Source: an optimization exercise on an open RTL-to-GDS flow (aim: small area, a short achievable clock period and few clock cycles). Production flows keep margins and buffers that such runs may drop.
In this exercise RTL edits were held to simulation tests only and were not proved equivalent to the original.
Power and IR drop assume default switching activity.

==> pepper: inputs <==
==> flow/design.v <==
package rv_core_pkg;
    typedef logic [64-1:0] xlen_t;
    typedef logic [32-1:0] instr_t;
    typedef logic [5-1:0] reg_idx_t;
    typedef logic [6:0] opcode_t;
endpackage
`timescale 1ns/10ps
module ins_accept (
    input  logic                  c_clk,
    input  logic                  c_rst_n,
    input  logic                  ins_req_i,
    input  rv_core_pkg::instr_t   ins_i,
    output logic                  ins_ack_o,
    output logic                  s1_o,       
    output logic                  s2_o,       
    output rv_core_pkg::instr_t   ins_o,
    output rv_core_pkg::reg_idx_t idx_o,      
    output logic [63:2]           pc_o        
);
    logic ack;
    logic accept;
    assign accept    = ins_req_i && !ack;
    assign ins_ack_o = ack;
    always_ff @(posedge c_clk or negedge c_rst_n) begin
        if (!c_rst_n) begin
            ack  <= 1'b0;
            s1_o <= 1'b0;
            s2_o <= 1'b0;
            pc_o <= '0;
        end else begin
            ack  <= ins_req_i;
            s1_o <= accept;
            s2_o <= s1_o;
            if (s1_o) pc_o <= pc_o + 62'd1;
        end
    end
    always_ff @(posedge c_clk) begin
        if (accept) ins_o <= ins_i;
        idx_o <= accept ? ins_i[19:15] : ins_o[24:20];
    end
endmodule
`timescale 1ns/10ps
module regfile (
    input  logic                  c_clk,
    input  logic                  c_rst_n,
    input  rv_core_pkg::reg_idx_t rs_i,
    output rv_core_pkg::xlen_t    rs_data_o,
    input  logic                  we_i,
    input  rv_core_pkg::reg_idx_t rd_i,
    input  rv_core_pkg::xlen_t    rd_data_i
);
    rv_core_pkg::xlen_t regs [1:32-1];
    logic [32-1:1] vld;
    logic [32-1:0] vall;
    rv_core_pkg::xlen_t raw;
    logic [32-1:1] sel;
    always_comb begin
        for (int i = 1; i < 32; i++) sel[i] = vld[i] && (rs_i == i);
        raw = '0;
        for (int i = 1; i < 32; i++) raw = raw | ({64{sel[i]}} & regs[i]);
    end
    assign vall      = {vld, 1'b0};
    assign rs_data_o = raw;
    always_ff @(posedge c_clk or negedge c_rst_n) begin
        if (!c_rst_n) begin
            vld <= '0;
        end else if (we_i && (rd_i != '0)) begin
            vld[rd_i] <= 1'b1;
        end
    end
    always_ff @(posedge c_clk) begin
        for (int i = 1; i < 32; i++) begin
            if (we_i && (rd_i == i)) regs[i] <= rd_data_i;
        end
    end
endmodule
`timescale 1ns/10ps
module decode_stage (
    input  logic                  c_clk,
    input  logic                  c_rst_n,
    input  logic                  s1_i,
    input  logic                  s2_i,
    input  rv_core_pkg::instr_t   ins_i,
    input  logic [63:2]           pc_i,
    input  rv_core_pkg::xlen_t    rs_data_i,
    input  logic                  x2_wr_i,
    input  rv_core_pkg::reg_idx_t x2_rd_i,
    input  rv_core_pkg::xlen_t    x2_res_i,
    output rv_core_pkg::xlen_t    x_a_o,
    output rv_core_pkg::xlen_t    x_b_o,
    output logic                  x_wr_o,     
    output rv_core_pkg::reg_idx_t x_rd_o,
    output logic [2:0]            x_f3_o,
    output logic                  x_sub_o,    
    output logic                  x_b30_o,
    output logic                  x_w_o
);
    rv_core_pkg::opcode_t  opcode;
    rv_core_pkg::reg_idx_t rs1, rs2, rd;
    logic fwd_a, fwd_b;
    rv_core_pkg::xlen_t rs_val;
    logic is_rr, is_w, is_upper, is_lui, is_auipc, supported;
    logic [2:0] f3;
    assign opcode   = ins_i[6:0];
    assign rd       = ins_i[11:7];
    assign rs1      = ins_i[19:15];
    assign rs2      = ins_i[24:20];
    assign is_lui   = (opcode == 7'b0110111);
    assign is_auipc = (opcode == 7'b0010111);
    assign is_upper = is_lui || is_auipc;
    assign is_rr    = (opcode == 7'b0110011) || (opcode == 7'b0111011);
    assign is_w     = (opcode == 7'b0011011) || (opcode == 7'b0111011);
    assign supported = is_rr || is_upper
                     || (opcode == 7'b0010011) || (opcode == 7'b0011011);
    assign f3       = is_upper ? 3'b000 : ins_i[14:12];
    assign fwd_a    = x2_wr_i && (x2_rd_i == rs1);
    assign fwd_b    = x2_wr_i && (x2_rd_i == rs2);
    always_ff @(posedge c_clk) begin
        if (s1_i) begin
            x_a_o <= is_lui   ? '0
                   : is_auipc ? {pc_i, 2'b00}
                   : fwd_a    ? x2_res_i
                   : rs_data_i;
        end else if (s2_i && fwd_a && !is_upper) begin
            x_a_o <= x2_res_i;
        end
        x_b_o   <= (is_rr && fwd_b) ? x2_res_i
                 : is_rr    ? rs_data_i
                 : is_upper ? {{32{ins_i[31]}}, ins_i[31:12], 12'b0}
                 : {{52{ins_i[31]}}, ins_i[31:20]};
        x_rd_o  <= rd;
        x_f3_o  <= f3;
        x_sub_o <= (f3 == 3'b010) || (f3 == 3'b011) || ((f3 == 3'b000) && is_rr && ins_i[30]);
        x_b30_o <= ins_i[30];
        x_w_o   <= is_w;
    end
    always_ff @(posedge c_clk or negedge c_rst_n) begin
        if (!c_rst_n) begin
            x_wr_o <= 1'b0;
        end else begin
            x_wr_o <= s2_i && supported && (rd != '0);
        end
    end
endmodule
`timescale 1ns/10ps
module execute_stage (
    input  logic                  c_clk,
    input  logic                  c_rst_n,
    input  rv_core_pkg::xlen_t    x_a_i,
    input  rv_core_pkg::xlen_t    x_b_i,
    input  logic                  x_wr_i,
    input  rv_core_pkg::reg_idx_t x_rd_i,
    input  logic [2:0]            x_f3_i,
    input  logic                  x_sub_i,
    input  logic                  x_b30_i,
    input  logic                  x_w_i,
    output logic                  rf_we_o,
    output rv_core_pkg::reg_idx_t rf_rd_o,
    output rv_core_pkg::xlen_t    rf_data_o,
    output logic                  x2_wr_o,
    output rv_core_pkg::reg_idx_t x2_rd_o,
    output logic                  wb_valid_o,
    output rv_core_pkg::reg_idx_t wb_rd_o,
    output rv_core_pkg::xlen_t    wb_data_o
);
    function automatic rv_core_pkg::xlen_t rev64(input rv_core_pkg::xlen_t v);
        for (int i = 0; i < 64; i++) rev64[i] = v[63-i];
    endfunction
    rv_core_pkg::xlen_t a, b, bx, sum, src, t;
    logic [64:0] sum65;
    logic        ltu, lts, left, fill;
    logic [5:0]  sh;
    rv_core_pkg::xlen_t p;
    assign a     = x_a_i;
    assign b     = x_b_i;
    assign bx    = x_sub_i ? ~b : b;
    rv_core_pkg::xlen_t pg, gg;
    assign pg    = a ^ bx;
    assign gg    = a & bx;
    rv_core_pkg::xlen_t cg, cp;
    always_comb begin
        cg    = gg;
        cp    = pg;
        cg[0] = gg[0] | (pg[0] & x_sub_i);
        for (int l = 0; l < 6; l++) begin
            for (int i = 0; i < 64; i++) begin
                if (((i >> l) & 1) == 1) begin
                    cg[i] = cg[i] | (cp[i] & cg[((i >> l) << l) - 1]);
                    cp[i] = cp[i] & cp[((i >> l) << l) - 1];
                end
            end
        end
    end
    assign sum65 = {cg[63], pg ^ {cg[62:0], x_sub_i}};
    assign sum   = sum65[63:0];
    assign ltu   = !sum65[64];
    assign lts   = ltu ^ a[63] ^ b[63];
    assign left  = (x_f3_i == 3'b001);
    assign sh    = x_w_i ? {1'b0, b[4:0]} : b[5:0];
    assign src   = left  ? rev64(a)
                 : x_w_i ? {{32{x_b30_i & a[31]}}, a[31:0]}
                 : a;
    assign fill  = !left && x_b30_i && src[63];
    always_comb begin
        t = src;
        if (sh[5]) t = {{32{fill}}, t[63:32]};
        if (sh[4]) t = {{16{fill}}, t[63:16]};
        if (sh[3]) t = {{8{fill}},  t[63:8]};
    end
    always_comb begin
        case (x_f3_i)
            3'b001, 3'b101: p = t;
            3'b100:         p = pg;
            3'b110:         p = pg | gg;
            3'b111:         p = gg;
            default:        p = sum;
        endcase
    end
    rv_core_pkg::xlen_t p2, u, r, res;
    logic       x2_shift, x2_left, x2_fill, x2_slt, x2_lt, x2_w;
    logic [2:0] x2_sh;
    always_ff @(posedge c_clk) begin
        p2       <= p;
        x2_rd_o  <= x_rd_i;
        x2_shift <= (x_f3_i == 3'b001) || (x_f3_i == 3'b101);
        x2_left  <= left;
        x2_fill  <= fill;
        x2_sh    <= sh[2:0];
        x2_slt   <= (x_f3_i == 3'b010) || (x_f3_i == 3'b011);
        x2_lt    <= x_f3_i[0] ? ltu : lts;
        x2_w     <= x_w_i;
    end
    always_ff @(posedge c_clk or negedge c_rst_n) begin
        if (!c_rst_n) begin
            x2_wr_o <= 1'b0;
        end else begin
            x2_wr_o <= x_wr_i;
        end
    end
    always_comb begin
        u = p2;
        if (x2_sh[2]) u = {{4{x2_fill}}, u[63:4]};
        if (x2_sh[1]) u = {{2{x2_fill}}, u[63:2]};
        if (x2_sh[0]) u = {x2_fill, u[63:1]};
    end
    assign r   = x2_shift ? (x2_left ? rev64(u) : u)
               : x2_slt   ? {63'b0, x2_lt}
               : p2;
    assign res = x2_w ? {{32{r[31]}}, r[31:0]} : r;
    assign rf_we_o   = x2_wr_o;
    assign rf_rd_o   = x2_rd_o;
    assign rf_data_o = res;
    always_ff @(posedge c_clk or negedge c_rst_n) begin
        if (!c_rst_n) begin
            wb_valid_o <= 1'b0;
        end else begin
            wb_valid_o <= x2_wr_o;
        end
    end
    always_ff @(posedge c_clk) begin
        wb_rd_o   <= x2_rd_o;
        wb_data_o <= res;
    end
endmodule
`timescale 1ns/10ps
module rv_core (
    input  logic                  c_clk,
    input  logic                  c_rst_n,
    input  logic                  ins_req_i,
    input  rv_core_pkg::instr_t   ins_i,
    output logic                  ins_ack_o,
    output logic                  wb_valid_o,
    output rv_core_pkg::reg_idx_t wb_rd_o,
    output rv_core_pkg::xlen_t    wb_data_o
);
    logic                  s1, s2;
    rv_core_pkg::instr_t   ins;
    rv_core_pkg::reg_idx_t idx;
    logic [63:2]           pc;
    rv_core_pkg::xlen_t    rs_data;
    rv_core_pkg::xlen_t    x_a, x_b;
    logic                  x_wr, x_sub, x_b30, x_w;
    rv_core_pkg::reg_idx_t x_rd;
    logic [2:0]            x_f3;
    logic                  rf_we;
    rv_core_pkg::reg_idx_t rf_rd;
    rv_core_pkg::xlen_t    rf_data;
    logic                  x2_wr;
    rv_core_pkg::reg_idx_t x2_rd;
    ins_accept u_ins_accept (
        .c_clk      (c_clk),
        .c_rst_n    (c_rst_n),
        .ins_req_i  (ins_req_i),
        .ins_i      (ins_i),
        .ins_ack_o  (ins_ack_o),
        .s1_o       (s1),
        .s2_o       (s2),
        .ins_o      (ins),
        .idx_o      (idx),
        .pc_o       (pc)
    );
    regfile u_regfile (
        .c_clk      (c_clk),
        .c_rst_n    (c_rst_n),
        .rs_i       (idx),
        .rs_data_o  (rs_data),
        .we_i       (rf_we),
        .rd_i       (rf_rd),
        .rd_data_i  (rf_data)
    );
    decode_stage u_decode (
        .c_clk      (c_clk),
        .c_rst_n    (c_rst_n),
        .s1_i       (s1),
        .s2_i       (s2),
        .ins_i      (ins),
        .pc_i       (pc),
        .rs_data_i  (rs_data),
        .x2_wr_i    (x2_wr),
        .x2_rd_i    (x2_rd),
        .x2_res_i   (rf_data),
        .x_a_o      (x_a),
        .x_b_o      (x_b),
        .x_wr_o     (x_wr),
        .x_rd_o     (x_rd),
        .x_f3_o     (x_f3),
        .x_sub_o    (x_sub),
        .x_b30_o    (x_b30),
        .x_w_o      (x_w)
    );
    execute_stage u_execute (
        .c_clk      (c_clk),
        .c_rst_n    (c_rst_n),
        .x_a_i      (x_a),
        .x_b_i      (x_b),
        .x_wr_i     (x_wr),
        .x_rd_i     (x_rd),
        .x_f3_i     (x_f3),
        .x_sub_i    (x_sub),
        .x_b30_i    (x_b30),
        .x_w_i      (x_w),
        .rf_we_o    (rf_we),
        .rf_rd_o    (rf_rd),
        .rf_data_o  (rf_data),
        .x2_wr_o    (x2_wr),
        .x2_rd_o    (x2_rd),
        .wb_valid_o (wb_valid_o),
        .wb_rd_o    (wb_rd_o),
        .wb_data_o  (wb_data_o)
    );
endmodule
==> flow/run.sh <==
#!/bin/bash
# synth_recipe.tcl (not shown) runs the flow's synth.tcl, then flattens the netlist and writes it again
# the make line also repeats each setting of config.mk as NAME=value (left out here)
make -C /OpenROAD-flow-scripts/flow DESIGN_CONFIG=/design/flow/config.mk WORK_HOME=/design/flow/orfs CLKGATE_MAP_FILE= SYNTH_SCRIPT=/design/flow/synth_recipe.tcl finish
==> flow/config.mk <==
export PLATFORM = sky130hd
export DESIGN_NAME = rv_core
export DESIGN_NICKNAME = rv_core
export VERILOG_FILES = /design/flow/design.v
export SDC_FILE = /design/flow/constraint.sdc
export NUM_CORES = 4
export LEC_CHECK = 0
export CAP_MARGIN = 20
export CELL_PAD_IN_SITES_DETAIL_PLACEMENT = 0
export CELL_PAD_IN_SITES_GLOBAL_PLACEMENT = 1
export CORE_MARGIN = 2
export CORE_UTILIZATION = 55
export CTS_CLUSTER_DIAMETER = 60
export CTS_CLUSTER_SIZE = 30
export SETUP_SLACK_MARGIN = 3.2
export SLEW_MARGIN = 20
==> flow/constraint.sdc <==
create_clock -name core_clock -period 6.0 [get_ports {c_clk}]
set_input_delay 1.2000 -clock core_clock [delete_from_list [all_inputs] [get_ports {c_clk}]]
set_output_delay 1.2000 -clock core_clock [all_outputs]
set_load 0.01 [all_outputs]
==> ember (differences from pepper) <==
--- a/flow/design.v
+++ b/flow/design.v
@@ -14,13 +14,14 @@
     output logic                  s1_o,       
     output logic                  s2_o,       
     output rv_core_pkg::instr_t   ins_o,
-    output rv_core_pkg::reg_idx_t idx_o,      
+    output rv_core_pkg::reg_idx_t idx_next_o,  
     output logic [63:2]           pc_o        
 );
     logic ack;
     logic accept;
     assign accept    = ins_req_i && !ack;
     assign ins_ack_o = ack;
+    assign idx_next_o = accept ? ins_i[19:15] : ins_o[24:20];
     always_ff @(posedge c_clk or negedge c_rst_n) begin
         if (!c_rst_n) begin
             ack  <= 1'b0;
@@ -36,14 +37,13 @@
     end
     always_ff @(posedge c_clk) begin
         if (accept) ins_o <= ins_i;
-        idx_o <= accept ? ins_i[19:15] : ins_o[24:20];
     end
 endmodule
 `timescale 1ns/10ps
 module regfile (
     input  logic                  c_clk,
     input  logic                  c_rst_n,
-    input  rv_core_pkg::reg_idx_t rs_i,
+    input  rv_core_pkg::reg_idx_t rs_next_i,   
     output rv_core_pkg::xlen_t    rs_data_o,
     input  logic                  we_i,
     input  rv_core_pkg::reg_idx_t rd_i,
@@ -51,21 +51,25 @@
 );
     rv_core_pkg::xlen_t regs [1:32-1];
     logic [32-1:1] vld;
-    logic [32-1:0] vall;
     rv_core_pkg::xlen_t raw;
     logic [32-1:1] sel;
+    always_ff @(posedge c_clk) begin
+        for (int i = 1; i < 32; i++) begin
+            sel[i] <= (rs_next_i == i) && (vld[i] || (we_i && (rd_i == i)));
+        end
+    end
     always_comb begin
-        for (int i = 1; i < 32; i++) sel[i] = vld[i] && (rs_i == i);
         raw = '0;
         for (int i = 1; i < 32; i++) raw = raw | ({64{sel[i]}} & regs[i]);
     end
-    assign vall      = {vld, 1'b0};
     assign rs_data_o = raw;
     always_ff @(posedge c_clk or negedge c_rst_n) begin
         if (!c_rst_n) begin
             vld <= '0;
-        end else if (we_i && (rd_i != '0)) begin
-            vld[rd_i] <= 1'b1;
+        end else begin
+            for (int i = 1; i < 32; i++) begin
+                if (we_i && (rd_i == i)) vld[i] <= 1'b1;
+            end
         end
     end
     always_ff @(posedge c_clk) begin
@@ -87,7 +91,7 @@
     input  rv_core_pkg::reg_idx_t x2_rd_i,
     input  rv_core_pkg::xlen_t    x2_res_i,
     output rv_core_pkg::xlen_t    x_a_o,
-    output rv_core_pkg::xlen_t    x_b_o,
+    output rv_core_pkg::xlen_t    x_b_o,      
     output logic                  x_wr_o,     
     output rv_core_pkg::reg_idx_t x_rd_o,
     output logic [2:0]            x_f3_o,
@@ -101,6 +105,8 @@
     rv_core_pkg::xlen_t rs_val;
     logic is_rr, is_w, is_upper, is_lui, is_auipc, supported;
     logic [2:0] f3;
+    logic sub;
+    rv_core_pkg::xlen_t b_val;
     assign opcode   = ins_i[6:0];
     assign rd       = ins_i[11:7];
     assign rs1      = ins_i[19:15];
@@ -113,6 +119,11 @@
     assign supported = is_rr || is_upper
                      || (opcode == 7'b0010011) || (opcode == 7'b0011011);
     assign f3       = is_upper ? 3'b000 : ins_i[14:12];
+    assign sub      = (f3 == 3'b010) || (f3 == 3'b011) || ((f3 == 3'b000) && is_rr && ins_i[30]);
+    assign b_val    = (is_rr && fwd_b) ? x2_res_i
+                    : is_rr    ? rs_data_i
+                    : is_upper ? {{32{ins_i[31]}}, ins_i[31:12], 12'b0}
+                    : {{52{ins_i[31]}}, ins_i[31:20]};
     assign fwd_a    = x2_wr_i && (x2_rd_i == rs1);
     assign fwd_b    = x2_wr_i && (x2_rd_i == rs2);
     always_ff @(posedge c_clk) begin
@@ -124,13 +135,10 @@
         end else if (s2_i && fwd_a && !is_upper) begin
             x_a_o <= x2_res_i;
         end
-        x_b_o   <= (is_rr && fwd_b) ? x2_res_i
-                 : is_rr    ? rs_data_i
-                 : is_upper ? {{32{ins_i[31]}}, ins_i[31:12], 12'b0}
-                 : {{52{ins_i[31]}}, ins_i[31:20]};
+        x_b_o   <= b_val ^ {64{sub}};
         x_rd_o  <= rd;
         x_f3_o  <= f3;
-        x_sub_o <= (f3 == 3'b010) || (f3 == 3'b011) || ((f3 == 3'b000) && is_rr && ins_i[30]);
+        x_sub_o <= sub;
         x_b30_o <= ins_i[30];
         x_w_o   <= is_w;
     end
@@ -172,8 +180,8 @@
     logic [5:0]  sh;
     rv_core_pkg::xlen_t p;
     assign a     = x_a_i;
-    assign b     = x_b_i;
-    assign bx    = x_sub_i ? ~b : b;
+    assign bx    = x_b_i;
+    assign b     = bx;       
     rv_core_pkg::xlen_t pg, gg;
     assign pg    = a ^ bx;
     assign gg    = a & bx;
@@ -194,7 +202,7 @@
     assign sum65 = {cg[63], pg ^ {cg[62:0], x_sub_i}};
     assign sum   = sum65[63:0];
     assign ltu   = !sum65[64];
-    assign lts   = ltu ^ a[63] ^ b[63];
+    assign lts   = ltu ^ a[63] ^ bx[63] ^ x_sub_i;
     assign left  = (x_f3_i == 3'b001);
     assign sh    = x_w_i ? {1'b0, b[4:0]} : b[5:0];
     assign src   = left  ? rev64(a)
@@ -296,13 +304,13 @@
         .s1_o       (s1),
         .s2_o       (s2),
         .ins_o      (ins),
-        .idx_o      (idx),
+        .idx_next_o (idx),
         .pc_o       (pc)
     );
     regfile u_regfile (
         .c_clk      (c_clk),
         .c_rst_n    (c_rst_n),
-        .rs_i       (idx),
+        .rs_next_i  (idx),
         .rs_data_o  (rs_data),
         .we_i       (rf_we),
         .rd_i       (rf_rd),
--- a/flow/config.mk
+++ b/flow/config.mk
@@ -14,3 +14,4 @@
 export CTS_CLUSTER_SIZE = 30
 export SETUP_SLACK_MARGIN = 3.2
 export SLEW_MARGIN = 20
+export TNS_END_PERCENT = 15
==> yarrow (differences from pepper) <==
--- a/flow/design.v
+++ b/flow/design.v
@@ -53,14 +53,14 @@
     logic [32-1:1] vld;
     logic [32-1:0] vall;
     rv_core_pkg::xlen_t raw;
-    logic [32-1:1] sel;
     always_comb begin
-        for (int i = 1; i < 32; i++) sel[i] = vld[i] && (rs_i == i);
         raw = '0;
-        for (int i = 1; i < 32; i++) raw = raw | ({64{sel[i]}} & regs[i]);
+        for (int i = 1; i < 32; i++) begin
+            if (rs_i == i) raw = regs[i];
+        end
     end
     assign vall      = {vld, 1'b0};
-    assign rs_data_o = raw;
+    assign rs_data_o = vall[rs_i] ? raw : '0;
     always_ff @(posedge c_clk or negedge c_rst_n) begin
         if (!c_rst_n) begin
             vld <= '0;
@@ -174,24 +174,7 @@
     assign a     = x_a_i;
     assign b     = x_b_i;
     assign bx    = x_sub_i ? ~b : b;
-    rv_core_pkg::xlen_t pg, gg;
-    assign pg    = a ^ bx;
-    assign gg    = a & bx;
-    rv_core_pkg::xlen_t cg, cp;
-    always_comb begin
-        cg    = gg;
-        cp    = pg;
-        cg[0] = gg[0] | (pg[0] & x_sub_i);
-        for (int l = 0; l < 6; l++) begin
-            for (int i = 0; i < 64; i++) begin
-                if (((i >> l) & 1) == 1) begin
-                    cg[i] = cg[i] | (cp[i] & cg[((i >> l) << l) - 1]);
-                    cp[i] = cp[i] & cp[((i >> l) << l) - 1];
-                end
-            end
-        end
-    end
-    assign sum65 = {cg[63], pg ^ {cg[62:0], x_sub_i}};
+    assign sum65 = {1'b0, a} + {1'b0, bx} + {64'b0, x_sub_i};
     assign sum   = sum65[63:0];
     assign ltu   = !sum65[64];
     assign lts   = ltu ^ a[63] ^ b[63];
@@ -210,9 +193,9 @@
     always_comb begin
         case (x_f3_i)
             3'b001, 3'b101: p = t;
-            3'b100:         p = pg;
-            3'b110:         p = pg | gg;
-            3'b111:         p = gg;
+            3'b100:         p = a ^ b;
+            3'b110:         p = a | b;
+            3'b111:         p = a & b;
             default:        p = sum;
         endcase
     end
==> flow/config.mk (replaced) <==
export PLATFORM = sky130hd
export DESIGN_NAME = rv_core
export DESIGN_NICKNAME = rv_core
export VERILOG_FILES = /design/flow/design.v
export SDC_FILE = /design/flow/constraint.sdc
export NUM_CORES = 4
export LEC_CHECK = 0
export CAP_MARGIN = 20
export CELL_PAD_IN_SITES_DETAIL_PLACEMENT = 1
export CELL_PAD_IN_SITES_GLOBAL_PLACEMENT = 2
export CORE_MARGIN = 2
export CORE_UTILIZATION = 30
export SETUP_SLACK_MARGIN = 3.2
export SLEW_MARGIN = 20
==> run summary <==
Cell count: ember < pepper < yarrow. Between ember and pepper, the lower clock skew is in ember (gap 7.7 ps). First-iteration DRC count: yarrow < ember < pepper. In ember the synthesized cell count is lower than in pepper, by about 1.1%. Combinational power: yarrow > pepper > ember. Of ember and yarrow, yarrow has the higher via count (gap 9.2%, measured against yarrow). Against pepper, the sequential cell count of ember is higher by 26.
Testbench counts of pepper, summed over its fixed seeds: cycles 48,024.
Testbench counts of ember, summed over its fixed seeds: cycles 48,024.
Testbench counts of yarrow, summed over its fixed seeds: cycles 48,024.

## what the ideal ports hide
Ports are ideal in the flow. The routed layouts listed here were re-timed in OpenROAD. Step 1, drivers: a clkbuf_16 drives c_clk and a buf_2 each remaining input, both assumed. Step 2 adds t to the input delays and takes it off the output delays; t is the mean of the earliest and latest rising clock arrival at the registers after step 1. Input paths then give back, and output paths get back, about the clock's delay inside the block. a / b / c = ideal ports / drivers / drivers and shift; a / b = the first two.
| run | t (ns) | setup slack, ns | worst setup path after step 2 | worst slew at a driven data input, ns | cell pins on the clock port's net |
|---|---|---|---|---|---|
| pepper | 0.942 | 2.517 / 2.517 / 2.517 | register to register | 0.06 | 1 |
| ember | 0.931 | 2.504 / 2.504 / 2.445 | input to register | 0.09 | 1 |
| yarrow | 1.000 | 2.250 / 2.250 / 2.250 | register to register | 0.09 | 1 |
After both steps every run listed still meets setup and hold. The setup slack of ember, which loses most, moves by 0.000 ns with the drivers and by -0.059 ns with both steps.
